From an optimization exercise on the open Yosys and OpenROAD flow, aimed at small area, a short achievable clock period and few clock cycles; shortcuts taken in it are not production practice.
Where RTL was checked, it was by simulation tests only, not by an equivalence proof against the original.

// segment_convex_polygon_hit
module segment_convex_polygon_hit #(
	parameter int MAX_VERTICES = scph_pkg::MAX_VERTICES_DEF
) (
	input  logic                          clk,
	input  logic                          arst_n,
	input  logic                          req_valid,
	output logic                          req_stall,
	input  scph_pkg::req_t                req,
	output logic                          rsp_valid,
	input  logic                          rsp_stall,
	output scph_pkg::rsp_t                rsp,
	input  logic                          cfg_valid,
	output logic                          cfg_ready,
	input  logic [scph_pkg::CFG_BITS-1:0] cfg_data
);
For scale: ~6800 cells after synthesis, about 1200 flip-flops, roughly 84 I/O pins, roughly 76000 um2 of cells after synthesis.
make LEC_CHECK=0 ABC_CLOCK_PERIOD_IN_PS=4000 CAP_MARGIN=20 CORE_MARGIN=2 CORE_UTILIZATION=40 SETUP_SLACK_MARGIN=3.0 SLEW_MARGIN=20 finish   # period 7.5 ns
run.sh (not shown) runs the stock make flow with config.mk's settings and CLKGATE_MAP_FILE= SYNTH_SCRIPT=/design/flow/synth_recipe.tcl, a recipe that flattens the netlist after the stock synthesis.
The starting point finished with timing, DRC and antenna clean.
Testbench counts at the start, summed over its fixed seeds: cycles 37,007.
Change:
Settings changed: ABC_CLOCK_PERIOD_IN_PS 4000 to not set, SETUP_SLACK_MARGIN 3.0 to not set.
Clock skew rose by 0.0056 ns.
Via count fell by 1.4%.
Area after synthesis stays the same.

========
Setup of v5:
Another version of the RTL of segment_convex_polygon_hit (not shown whole).
Size in the first run: roughly 7800 cells after synthesis, roughly 980 flip-flops.
==> flow/design.v (excerpt) <==
module segment_convex_polygon_hit #(
	parameter int MAX_VERTICES = scph_pkg::MAX_VERTICES_DEF
) (
	input  logic                          clk,
	input  logic                          arst_n,
	input  logic                          req_valid,
	output logic                          req_stall,
	input  scph_pkg::req_t                req,
	output logic                          rsp_valid,
	input  logic                          rsp_stall,
	output scph_pkg::rsp_t                rsp,
	input  logic                          cfg_valid,
	output logic                          cfg_ready,
	input  logic [scph_pkg::CFG_BITS-1:0] cfg_data
);
export LEC_CHECK = 0
export CAP_MARGIN = 20
export CORE_MARGIN = 2
export CORE_UTILIZATION = 40
export SLEW_MARGIN = 20
create_clock -name core_clock -period 7.5 [get_ports {clk}]
## Diff of input files: v4 against v5
Settings: SETUP_SLACK_MARGIN newly set to 3.5; ABC_CLOCK_PERIOD_IN_PS newly set to 3000.
## What came out
- v4 completed end to end with timing, DRC and antenna clean.
- Compared with v5, in v4 met2 wire length moved up, clock latency reported for the late side of the worst-skew pair fell 0.04 ns, number of ordinary inverters in the final layout did not really move, wire length rose about 12%, maximum single-stage delay on the critical path went down by 0.05 ns.
No functional check of the RTL was part of any run of this note.

========
Another version of the RTL of segment_convex_polygon_hit (not shown whole).
Size in the first run: roughly 6600 cells after synthesis, about 1200 flip-flops, about 84 I/O pins, ~77000 µm² of cells after synthesis.
export LEC_CHECK = 0
export CAP_MARGIN = 20
export CORE_MARGIN = 2
export CORE_UTILIZATION = 40
export SETUP_SLACK_MARGIN = 3.7
export SLEW_MARGIN = 20
export TNS_END_PERCENT = 5
create_clock -name core_clock -period 7.5 [get_ports {clk}]
The first run finished clean.
Next try:
TNS_END_PERCENT = not set   (was 5)
The changed run ran to the end with no violations.
Die area is unchanged.
Non-clock buffer count goes up by 178.
Count of clock-buffer cells in the layout rises by 13.
Routed wire length goes up by 4.6%.
Final area rose by 4.2%.
Setup slack got worse by 0.083 ns.
Hold slack is better by 0.013 ns.
Register-to-register slack loses 0.08 ns.
Via count increases by 2.8%.
Global-route usage rises by 0.78 points.
No run of this note included a check of the RTL's function; only the layout flow was run.

========
Another version of the RTL of segment_convex_polygon_hit (not shown whole).
For scale: roughly 12000 cells after synthesis, roughly 1700 flip-flops, about 84 I/O pins.
Settings: LEC_CHECK=0, CAP_MARGIN=20, CORE_MARGIN=2, CORE_UTILIZATION=40, SETUP_SLACK_MARGIN=4.0, SLEW_MARGIN=20, TNS_END_PERCENT=5; clock period 7.5 ns.
The starting point finished with timing, DRC and antenna clean.
Change:
CORE_UTILIZATION = 55   (was 40)
PLACE_DENSITY = 0.65   (was unset)
After rerunning: The new run produced a clean layout; core utilization climbs by 17 points; non-clock buffer count is higher by 39; synthesized cell count does not change; worst hold slack hardly moves; worst setup slack improved by 0.12 ns; final cell count went down by 6.6%.
Function was not checked in any run of this note: the RTL went through the layout flow alone.

========
## indigo
segment_convex_polygon_hit, a different RTL version from the one above (not shown whole).
For scale: about 12000 cells after synthesis, ~84 I/O pins, about 0.13 mm2 of cells after synthesis.
## segment_convex_polygon_hit
module segment_convex_polygon_hit #(
	parameter int MAX_VERTICES = scph_pkg::MAX_VERTICES_DEF
) (
	input  logic                          clk,
	input  logic                          arst_n,
	input  logic                          req_valid,
	output logic                          req_stall,
	input  scph_pkg::req_t                req,
	output logic                          rsp_valid,
	input  logic                          rsp_stall,
	output scph_pkg::rsp_t                rsp,
	input  logic                          cfg_valid,
	output logic                          cfg_ready,
	input  logic [scph_pkg::CFG_BITS-1:0] cfg_data
);
==> flow/config.mk <==
export PLATFORM = sky130hd
export DESIGN_NAME = segment_convex_polygon_hit
export DESIGN_NICKNAME = segment_convex_polygon_hit
export VERILOG_FILES = /design/flow/design.v
export SDC_FILE = /design/flow/constraint.sdc
export NUM_CORES = 4
export LEC_CHECK = 0
export CAP_MARGIN = 20
export CORE_MARGIN = 2
export CORE_UTILIZATION = 55
export CTS_CLUSTER_DIAMETER = 90
export CTS_CLUSTER_SIZE = 24
export PLACE_DENSITY = 0.65
export SETUP_SLACK_MARGIN = 4.5
export SLEW_MARGIN = 20
export TNS_END_PERCENT = 5
==> flow/constraint.sdc <==
create_clock -name core_clock -period 7.5 [get_ports {clk}]
set_input_delay 1.5000 -clock core_clock [delete_from_list [all_inputs] [get_ports {clk}]]
set_output_delay 1.5000 -clock core_clock [all_outputs]
set_load 0.01 [all_outputs]
indigo finished every step from synthesis to the final layout, and the layout passed the timing, design-rule and antenna checks.
Testbench counts of indigo, summed over its fixed seeds: cycles 21,114.
Changes in yarrow relative to indigo:
-- flow/config.mk --
<<< indigo, line 12
export CTS_CLUSTER_SIZE = 24
export PLACE_DENSITY = 0.65
export SETUP_SLACK_MARGIN = 4.5
export SLEW_MARGIN = 20
export TNS_END_PERCENT = 5
>>> yarrow, line 12
export CTS_CLUSTER_SIZE = 24
export PLACE_DENSITY = 0.65
export SETUP_SLACK_MARGIN = 4.2
export SLEW_MARGIN = 20
export TNS_END_PERCENT = 5
==> comparison <==
- Core util | yarrow vs indigo | yarrow lower
- Looking only at final period demand of the worst path, and setting everything else aside, the lower value of indigo and yarrow goes to indigo.
- Comparing indigo and yarrow, met1 routing resource usage after global routing is lower on indigo.
- Number of global-route vias before repair was lower in the run labelled yarrow.
- Worst hold slack: indigo vs yarrow — no meaningful difference
- Relative to indigo, share of the cycle needed by the critical path after routing has increased by 0.33 points in yarrow.
Input-level comparison between willow and yarrow:
-- flow/config.mk --
<<< yarrow, line 14
export SETUP_SLACK_MARGIN = 4.2
export SLEW_MARGIN = 20
export TNS_END_PERCENT = 5
>>> willow, line 14
export SETUP_SLACK_MARGIN = 4.2
export SLEW_MARGIN = 20
export TNS_END_PERCENT = 0
## What came out
- Setup slack in willow is larger than in yarrow.
- Diff yarrow -> willow: final critical-path required period shrank by 0.0091 ns.
- Taking yarrow as the reference point, the fraction of standard cell area that is sequential of willow rises by 0.40 points.
Setup changes, willow to zinc
==> flow/config.mk <==
export PLATFORM = sky130hd
export DESIGN_NAME = segment_convex_polygon_hit
export DESIGN_NICKNAME = segment_convex_polygon_hit
export VERILOG_FILES = /design/flow/design.v
export SDC_FILE = /design/flow/constraint.sdc
export NUM_CORES = 4
export LEC_CHECK = 0
export CAP_MARGIN = 20
export CORE_MARGIN = 2
export CORE_UTILIZATION = 65
export CTS_CLUSTER_DIAMETER = 90
export CTS_CLUSTER_SIZE = 24
export PLACE_DENSITY = 0.72
export SETUP_SLACK_MARGIN = 4.2
export SLEW_MARGIN = 20
export TNS_END_PERCENT = 5
--- outcome ---
zinc finished all stages; the layout is clean.
Of zinc and willow, the lower die area belongs to zinc.
Row chip height: zinc lower / willow higher
Looking at clock-buffer cell count, zinc sits 9 lower than willow does.
Relative to willow, the H-tree depth of zinc is lower by 1.

==> port drivers added, routing unchanged <==
Ports are ideal in the flow. The routed layouts listed here were re-timed in OpenROAD.
Step 1 assumes that a clkbuf_16 drives the clock port and a buf_2 every other input.
Step 2 times the ports against the registers' clock, not the clock port: input delays grow and output delays shrink by t, the midpoint of the rising clock arrivals with the driver on.
a / b / c = ideal / step 1 / step 2; a / b = the first two.
| run | shift t [ns] | setup slack, ns | cell pins on the clock port's net |
|---|---|---|---|
| the first run of note 1 | 0.877 | 3.004 / 3.004 / 2.896 | 1 |
| the second run of note 1 | 0.887 | 1.930 / 1.930 / 1.930 | 1 |
| v5 | 0.825 | 0.533 / 0.533 / 0.533 | 1 |
| v4 | 0.829 | 1.668 / 1.668 / 1.668 | 1 |
| the first run of note 3 | 0.864 | 3.319 / 3.319 / 3.319 | 1 |
| the second run of note 3 | 0.875 | 3.237 / 3.237 / 3.237 | 1 |
| the first run of note 4 | 0.990 | 3.216 / 3.216 / 3.216 | 1 |
| the second run of note 4 | 0.981 | 3.332 / 3.332 / 3.331 | 1 |
| indigo | 0.962 | 4.093 / 4.093 / 3.514 | 1 |
| yarrow | 0.960 | 4.068 / 4.068 / 3.744 | 1 |
| willow | 0.953 | 4.077 / 4.077 / 3.757 | 1 |
| zinc | 0.936 | 3.959 / 3.959 / 3.619 | 1 |
After both steps every run listed still meets setup and hold. The setup slack of indigo, which loses most, moves by 0.000 ns with the drivers and by -0.579 ns with both steps.
